Source: an optimization exercise on an open RTL-to-GDS flow (aim: small area). Production flows keep margins and buffers that such runs may drop.
At most, simulation tests tie the RTL to the original design; equivalence was not proved.
Power and IR drop assume default switching activity.

==> flow/design.v (excerpt) <==
module pulse_train_peak_capture
#(
    parameter int SENSOR_BITS = ptpc_pkg::SENSOR_BITS_DEF,
    parameter int US_PER_MS   = ptpc_pkg::US_PER_MS_DEF
)
(
    input  logic                        clk,
    input  logic                        rst_n,
    input  logic                        in_valid,
    output logic                        in_stall,
    input  logic [1:0]                  cmd,
    input  logic [31:0]                 now_us,
    input  logic [SENSOR_BITS-1:0]      hall_low_mv,
    input  logic [SENSOR_BITS-1:0]      hall_high_mv,
    output logic                        out_valid,
    input  logic                        out_stall,
    output logic                        run_active,
    output logic                        run_finished,
    output logic [7:0]                  pwm_level,
    output logic [2:0]                  phase_code,
    output logic [7:0]                  pulse_number,
    output logic [SENSOR_BITS-1:0]      peak_low_mv,
    output logic [SENSOR_BITS-1:0]      peak_high_mv,
    output logic signed [SENSOR_BITS:0] peak_low_delta,
    output logic signed [SENSOR_BITS:0] peak_high_delta,
    input  logic                        cfg_valid,
    output logic                        cfg_ready,
    input  logic [2:0]                  cfg_index,
    input  logic [15:0]                 cfg_data
);
Settings: LEC_CHECK=0, CAP_MARGIN=20, CORE_MARGIN=2, CORE_UTILIZATION=40, SLEW_MARGIN=20; clock period 8.0 ns.
run.sh (not shown) runs the stock make flow with config.mk's settings and CLKGATE_MAP_FILE= SYNTH_SCRIPT=/design/flow/synth_recipe.tcl, a recipe that flattens the netlist after the stock synthesis.
==> next run, changes <==
==> flow/flow/run.sh (new file) <==
#!/bin/bash
# Standard layout, with the smallest buffer on the ports and a lighter clock tree
# (clkbuf_4 buffers, no dummy clock loads). Each tool's output goes to its own
# log under orfs/logs; make's own output goes to flow_make.log here.
set -euo pipefail
export BUFFER_PORTS_ARGS="-buffer_cell sky130_fd_sc_hd__buf_1"
export CTS_ARGS="-sink_clustering_enable -repair_clock_nets -buf_list sky130_fd_sc_hd__clkbuf_4 -dont_use_dummy_load"
bash standard.sh finish > flow_make.log 2>&1
==> flow/standard.sh (new file) <==
#!/bin/bash
# synth_recipe.tcl (not shown) runs the flow's synth.tcl, then flattens the netlist and writes it again
# the make line also repeats each setting of config.mk as NAME=value (left out here)
make -C /OpenROAD-flow-scripts/flow DESIGN_CONFIG=/design/flow/config.mk WORK_HOME=/design/flow/orfs CLKGATE_MAP_FILE= SYNTH_SCRIPT=/design/flow/synth_recipe.tcl "${@:-finish}"
- ABC_AREA: not set -> 1
removed: flow/run.sh
- The changed run ran to the end with no violations
- routed wire length is lower by 8.3%
- fmax went up by 6.8%
- clock skew came out higher by 0.056 ns

---

== north ==
Another version of the RTL of pulse_train_peak_capture (not shown whole).
Size in the first run: ~180 I/O pins, about 15,000 um2 of cells after synthesis.
==> flow/config.mk <==
export PLATFORM = sky130hd
export DESIGN_NAME = pulse_train_peak_capture
export DESIGN_NICKNAME = pulse_train_peak_capture
export VERILOG_FILES = /design/flow/design.v
export SDC_FILE = /design/flow/constraint.sdc
export NUM_CORES = 4
export LEC_CHECK = 0
export ABC_AREA = 1
export CAP_MARGIN = 0
export CORE_MARGIN = 2
export CORE_UTILIZATION = 40
export SLEW_MARGIN = 0
==> flow/constraint.sdc <==
create_clock -name core_clock -period 8.0 [get_ports {clk}]
set_input_delay 1.6000 -clock core_clock [delete_from_list [all_inputs] [get_ports {clk}]]
set_output_delay 1.6000 -clock core_clock [all_outputs]
set_load 0.01 [all_outputs]
standard.sh (not shown) runs the stock make flow with config.mk's settings and CLKGATE_MAP_FILE= SYNTH_SCRIPT=/design/flow/synth_recipe.tcl, a recipe that flattens the netlist after the stock synthesis.
==> flow/flow/run.sh <==
#!/bin/bash
# Standard layout (bash standard.sh) with three changes passed to ORFS:
#  - synthesis maps with flow/abc_area.script in place of ORFS's ABC area
#    script (a copy of ORFS's scripts folder, scripts_abc/, differs from it
#    in that one file; the registers, and every other step, are unchanged);
#  - the port buffers are the smallest buffer, sky130_fd_sc_hd__buf_1;
#  - the clock tree uses clkbuf_4 buffers in clusters of at most 9 sinks,
#    without dummy loads.
# Each tool writes its full output to its own log under orfs/logs/; make's
# own output goes to flow_make.log in this folder.
set -euo pipefail
rm -rf scripts_abc
cp -r "$FLOW_HOME/scripts" scripts_abc
cp flow/abc_area.script scripts_abc/abc_area.script
export BUFFER_PORTS_ARGS="-buffer_cell sky130_fd_sc_hd__buf_1"
export CTS_ARGS="-sink_clustering_enable -repair_clock_nets -buf_list sky130_fd_sc_hd__clkbuf_4 -sink_clustering_size 9 -sink_clustering_max_diameter 50 -dont_use_dummy_load"
bash standard.sh SCRIPTS_DIR="$PWD/scripts_abc" finish > flow_make.log 2>&1
==> flow/flow/abc_area.script <==
strash
dc2
dch -f
map -a
topo
stime -c
The following lists how south was set up differently from north:
==> flow/flow/abc_area.script <==
strash
dc2
dch -f
amap
topo
stime -c
[summary]
- Between south and north, the synthesized cell area is lower for south.
- Changes observed in south relative to north: signed area change from the synthesized netlist to the final layout now larger; synthesized cell count moved down; minimum clock period went up 150 ps; critical path depth climbed about 36%.
- Delta (south minus north): final instance area moved up, routed length on met3 moved down, total power moved up.
Function was not checked in any run of this note: the RTL went through the layout flow alone.

---

Setup of ember:
Another version of the RTL of pulse_train_peak_capture (not shown whole).
For scale: about 180 I/O pins, ~0.015 sq mm of cells after synthesis.
Design pulse_train_peak_capture, start of the top module:
module pulse_train_peak_capture
#(
    parameter int SENSOR_BITS = ptpc_pkg::SENSOR_BITS_DEF,
    parameter int US_PER_MS   = ptpc_pkg::US_PER_MS_DEF
)
(
    input  logic                        clk,
    input  logic                        rst_n,
    input  logic                        in_valid,
    output logic                        in_stall,
    input  logic [1:0]                  cmd,
    input  logic [31:0]                 now_us,
    input  logic [SENSOR_BITS-1:0]      hall_low_mv,
    input  logic [SENSOR_BITS-1:0]      hall_high_mv,
    output logic                        out_valid,
    input  logic                        out_stall,
    output logic                        run_active,
    output logic                        run_finished,
    output logic [7:0]                  pwm_level,
    output logic [2:0]                  phase_code,
    output logic [7:0]                  pulse_number,
    output logic [SENSOR_BITS-1:0]      peak_low_mv,
    output logic [SENSOR_BITS-1:0]      peak_high_mv,
    output logic signed [SENSOR_BITS:0] peak_low_delta,
    output logic signed [SENSOR_BITS:0] peak_high_delta,
    input  logic                        cfg_valid,
    output logic                        cfg_ready,
    input  logic [2:0]                  cfg_index,
    input  logic [15:0]                 cfg_data
);
==> flow/config.mk <==
export PLATFORM = sky130hd
export DESIGN_NAME = pulse_train_peak_capture
export DESIGN_NICKNAME = pulse_train_peak_capture
export VERILOG_FILES = /design/flow/design.v
export SDC_FILE = /design/flow/constraint.sdc
export NUM_CORES = 4
export LEC_CHECK = 0
export ABC_AREA = 1
export CAP_MARGIN = 0
export CORE_MARGIN = 2
export CORE_UTILIZATION = 65
export SLEW_MARGIN = 0
==> flow/constraint.sdc <==
create_clock -name core_clock -period 8.0 [get_ports {clk}]
set_input_delay 1.6000 -clock core_clock [delete_from_list [all_inputs] [get_ports {clk}]]
set_output_delay 1.6000 -clock core_clock [all_outputs]
set_load 0.01 [all_outputs]
==> flow/flow/abc_area.script <==
strash
dc2
dch -f
map -a
topo
stime -c
Scripts as last shown in full above: flow/flow/run.sh
ember: no failed stages, no open violations at the end
--- input diff ember..xenon ---
# ember
export LEC_CHECK = 0
export ABC_AREA = 1
export CAP_MARGIN = 0
export CORE_MARGIN = 2
export CORE_UTILIZATION = 65
export SLEW_MARGIN = 0
create_clock -name core_clock -period 8.0 [get_ports {clk}]
# xenon
export LEC_CHECK = 0
export ABC_AREA = 1
export CAP_MARGIN = 0
export CORE_MARGIN = 2
export CORE_UTILIZATION = 65
export PLACE_DENSITY = 0.75
export SLEW_MARGIN = 0
create_clock -name core_clock -period 8.0 [get_ports {clk}]
[summary]
Lower routed wire length was reported by xenon, not ember. Looking at xenon and ember, the sequential cell fraction of total power is a wash. Relative to ember, power has increased by 0.45% in xenon. Summary of xenon over ember: total internal power increased by 0.47% relative to the old numbers, worst setup slack increased by 0.16 ns relative to the old numbers, critical path depth decreased by 7 relative to the old numbers, met1 track demand over resource decreased by 0.39 points relative to the old numbers. On power share of the combinational group, xenon and ember are neck and neck. Diff ember..xenon | proportion of cell area occupied by registers | negligible. No stage failed in xenon, and the final checks on the layout all came back clean. On fraction of met2 tracks used by global routing: xenon sits below ember. Switching power summed over all nets is higher on xenon.
Input changes introduced in onyx (baseline for comparison: xenon):
# xenon
export LEC_CHECK = 0
export ABC_AREA = 1
export CAP_MARGIN = 0
export CORE_MARGIN = 2
export CORE_UTILIZATION = 65
export PLACE_DENSITY = 0.75
export SLEW_MARGIN = 0
create_clock -name core_clock -period 8.0 [get_ports {clk}]
# onyx
export LEC_CHECK = 0
export ABC_AREA = 1
export CAP_MARGIN = 0
export CORE_MARGIN = 2
export CORE_UTILIZATION = 75
export SLEW_MARGIN = 0
create_clock -name core_clock -period 8.0 [get_ports {clk}]
--- outcome ---
| combinational power | xenon vs onyx | ≈ equal |
onyx vs. xenon: cell depth of the worst flop-to-flop path dropped about 12%; via count of the first global-routing pass rose 201; final cell count went down; cell depth of the worst setup path went down about 12%.
On placed instance area, xenon tracks onyx almost exactly.
Number of inserted diodes: onyx vs xenon down 2
onyx vs xenon — number of tap cells inserted dropped by a little under 10%
Against xenon, onyx reports a minimum clock period after layout that is higher.
Wire length: onyx worse than xenon
On final instance area, xenon and onyx are neck and neck.

---

Setup of job 1815:
Another version of the RTL of pulse_train_peak_capture (not shown whole).
Size: roughly 1500 cells after synthesis, ~280 flip-flops, roughly 180 I/O pins.
// pulse_train_peak_capture
module pulse_train_peak_capture
#(
    parameter int SENSOR_BITS = ptpc_pkg::SENSOR_BITS_DEF,
    parameter int US_PER_MS   = ptpc_pkg::US_PER_MS_DEF
)
(
    input  logic                        clk,
    input  logic                        rst_n,
    input  logic                        in_valid,
    output logic                        in_stall,
    input  logic [1:0]                  cmd,
    input  logic [31:0]                 now_us,
    input  logic [SENSOR_BITS-1:0]      hall_low_mv,
    input  logic [SENSOR_BITS-1:0]      hall_high_mv,
    output logic                        out_valid,
    input  logic                        out_stall,
    output logic                        run_active,
    output logic                        run_finished,
    output logic [7:0]                  pwm_level,
    output logic [2:0]                  phase_code,
    output logic [7:0]                  pulse_number,
    output logic [SENSOR_BITS-1:0]      peak_low_mv,
    output logic [SENSOR_BITS-1:0]      peak_high_mv,
    output logic signed [SENSOR_BITS:0] peak_low_delta,
    output logic signed [SENSOR_BITS:0] peak_high_delta,
    input  logic                        cfg_valid,
    output logic                        cfg_ready,
    input  logic [2:0]                  cfg_index,
    input  logic [15:0]                 cfg_data
);
==> flow/config.mk <==
export PLATFORM = sky130hd
export DESIGN_NAME = pulse_train_peak_capture
export DESIGN_NICKNAME = pulse_train_peak_capture
export VERILOG_FILES = /design/flow/design.v
export SDC_FILE = /design/flow/constraint.sdc
export NUM_CORES = 4
export LEC_CHECK = 0
export ABC_AREA = 1
export CAP_MARGIN = 0
export CORE_MARGIN = 2
export CORE_UTILIZATION = 40
export SLEW_MARGIN = 0
==> flow/constraint.sdc <==
create_clock -name core_clock -period 8.0 [get_ports {clk}]
set_input_delay 1.6000 -clock core_clock [delete_from_list [all_inputs] [get_ports {clk}]]
set_output_delay 1.6000 -clock core_clock [all_outputs]
set_load 0.01 [all_outputs]
==> flow/flow/run.sh <==
#!/bin/bash
# Standard layout (bash standard.sh), with two changes passed to ORFS:
#  - the port buffers are the smallest buffer, sky130_fd_sc_hd__buf_1;
#  - the clock tree uses clkbuf_4 buffers in clusters of at most 9 sinks,
#    without dummy loads.
# Each tool writes its full output to its own log under orfs/logs/; make's
# own output goes to flow_make.log in this folder.
set -euo pipefail
export BUFFER_PORTS_ARGS="-buffer_cell sky130_fd_sc_hd__buf_1"
export CTS_ARGS="-sink_clustering_enable -repair_clock_nets -buf_list sky130_fd_sc_hd__clkbuf_4 -sink_clustering_size 9 -sink_clustering_max_diameter 50 -dont_use_dummy_load"
bash standard.sh finish > flow_make.log 2>&1
The inputs of job 2764 differ from those of job 1815 as listed below.
Settings: CAP_MARGIN now 20, was 0; SLEW_MARGIN now 20, was 0.
==> summary.txt <==
Compared with job 1815, job 2764 shows number of buffers added by the clock tree synthesis step that has gone down by a few percent. Job 2764 and job 1815 ended up with nearly the same average wire per standard cell. Worst setup slack: job 2764 and job 1815 compared, lower one is job 2764.
Modified inputs, job 7195 compared to job 2764
Settings: SLEW_MARGIN now 0, was 20; CAP_MARGIN now 0, was 20.
==> flow/flow/run.sh <==
#!/bin/bash
# Standard layout (bash standard.sh) with three changes passed to ORFS:
#  - synthesis maps with flow/abc_area.script in place of ORFS's ABC area
#    script (a copy of ORFS's scripts folder, scripts_abc/, differs from it
#    in that one file; the registers, and every other step, are unchanged);
#  - the port buffers are the smallest buffer, sky130_fd_sc_hd__buf_1;
#  - the clock tree uses clkbuf_4 buffers in clusters of at most 9 sinks,
#    without dummy loads.
# Each tool writes its full output to its own log under orfs/logs/; make's
# own output goes to flow_make.log in this folder.
set -euo pipefail
rm -rf scripts_abc
cp -r "$FLOW_HOME/scripts" scripts_abc
cp flow/abc_area.script scripts_abc/abc_area.script
export BUFFER_PORTS_ARGS="-buffer_cell sky130_fd_sc_hd__buf_1"
export CTS_ARGS="-sink_clustering_enable -repair_clock_nets -buf_list sky130_fd_sc_hd__clkbuf_4 -sink_clustering_size 9 -sink_clustering_max_diameter 50 -dont_use_dummy_load"
bash standard.sh SCRIPTS_DIR="$PWD/scripts_abc" finish > flow_make.log 2>&1
==> flow/flow/abc_area.script (new file) <==
strash
dc2
dch -f
amap
topo
stime -c
--- outcome ---
- The final report for job 7195 shows a completed flow and a layout that fails verification, specifically setup timing.
- Sort job 2764 and job 7195 by area of the die, ascending, and job 7195 comes first.
- Compared with job 2764, in job 7195 slack of the critical path lost 1410 ps; layout cell share with drive strength beyond 1 climbed 6.2 points; data arrival time at the worst-slack endpoint went up.
diff inputs: job 7195 => job 7763
==> flow/flow/abc_area.script <==
strash
dc2
dch -f
map
topo
stime -c
Results
- Job 7763 finished every step from synthesis to the final layout, and the layout passed the timing, design-rule and antenna checks.
- Summary of job 7763 over job 7195: routed wire length went up 2.1%, final setup violation count shrank by 118, number of standard cells in the final layout excluding fillers moved up.
- Power consumption: job 7763 and job 7195 compared, higher one is job 7195
- Job 7763 vs job 7195: largest voltage drop on the vdd net up
Inputs modified between job 7763 and job 9779:
==> flow/flow/abc_area.script <==
strash
dc2
dch -f
map -a
topo
stime -c
Results
Job 9779 finished end to end and its layout was clean on timing, DRC and antenna.
[job 9779 vs job 7763] total power: lower in job 9779
Changes observed in job 9779 relative to job 7763: simple logic cell fraction of the synthesized area moved down; met2 wire length fell about 1.4%; routed length on met3 decreased by 1.3% relative to the old numbers; final-layout non-clock buffer area share grew by 0.16 points.
| fmax | job 9779 vs job 7763 | ≈ equal |
Going from job 7763 to job 9779, critical path depth went up about 35%, power drawn by the clock network fell about 3%, remaining max-slew budget at the tightest pin went down by 8.9 points, synthesized cell count went down 3.9%.

[re-timing with driven ports]
How much do the figures lean on ideal ports? The routed layouts below were timed once more, with nothing changed but the port constraints.
Step 1 sets driving cells, clkbuf_16 on the clock port and buf_2 on the other inputs (assumed; they add their load-dependent delay and slew).
Step 2, shift: input delay + t, output delay - t, t = (earliest + latest rising clock arrival at the registers) / 2. This alone moves slack from input paths to output paths.
a / b / c = no drivers / after step 1 / after step 2; a / b = the first two.
| run | t, ns | setup slack, ns | hold slack, ns | worst setup path after step 2 | clock arrival spread, ns |
|---|---|---|---|---|---|
| the first run of note 1 | 0.593 | 1.091 / 1.091 / 1.091 | 0.447 / 0.447 / 0.447 | register to register | 0.035 / 0.035 |
| the second run of note 1 | 0.726 | 1.532 / 1.532 / 1.532 | 0.441 / 0.441 / 0.441 | register to register | 0.091 / 0.091 |
| north | 0.730 | 0.455 / 0.455 / 0.455 | 0.446 / 0.446 / 0.446 | register to register | 0.065 / 0.066 |
| south | 0.764 | 0.303 / 0.303 / 0.303 | 0.435 / 0.435 / 0.435 | register to register | 0.069 / 0.069 |
| ember | 0.656 | 0.489 / 0.489 / 0.489 | 0.463 / 0.463 / 0.463 | register to register | 0.070 / 0.070 |
| xenon | 0.651 | 0.645 / 0.645 / 0.645 | 0.467 / 0.467 / 0.467 | register to register | 0.033 / 0.033 |
| onyx | 0.664 | 0.395 / 0.395 / 0.395 | 0.461 / 0.461 / 0.461 | register to register | 0.063 / 0.063 |
| job 1815 | 0.740 | 0.497 / 0.497 / 0.497 | 0.459 / 0.459 / 0.459 | register to register | 0.076 / 0.076 |
| job 2764 | 0.750 | 0.432 / 0.432 / 0.432 | 0.460 / 0.460 / 0.460 | register to register | 0.091 / 0.092 |
| job 7195 | 0.703 | -0.981 / -0.981 / -0.981 | 0.439 / 0.439 / 0.439 | register to register | 0.072 / 0.072 |
| job 7763 | 0.745 | 0.361 / 0.361 / 0.361 | 0.437 / 0.437 / 0.437 | register to register | 0.085 / 0.084 |
| job 9779 | 0.745 | 0.363 / 0.363 / 0.363 | 0.466 / 0.466 / 0.466 | register to register | 0.084 / 0.084 |
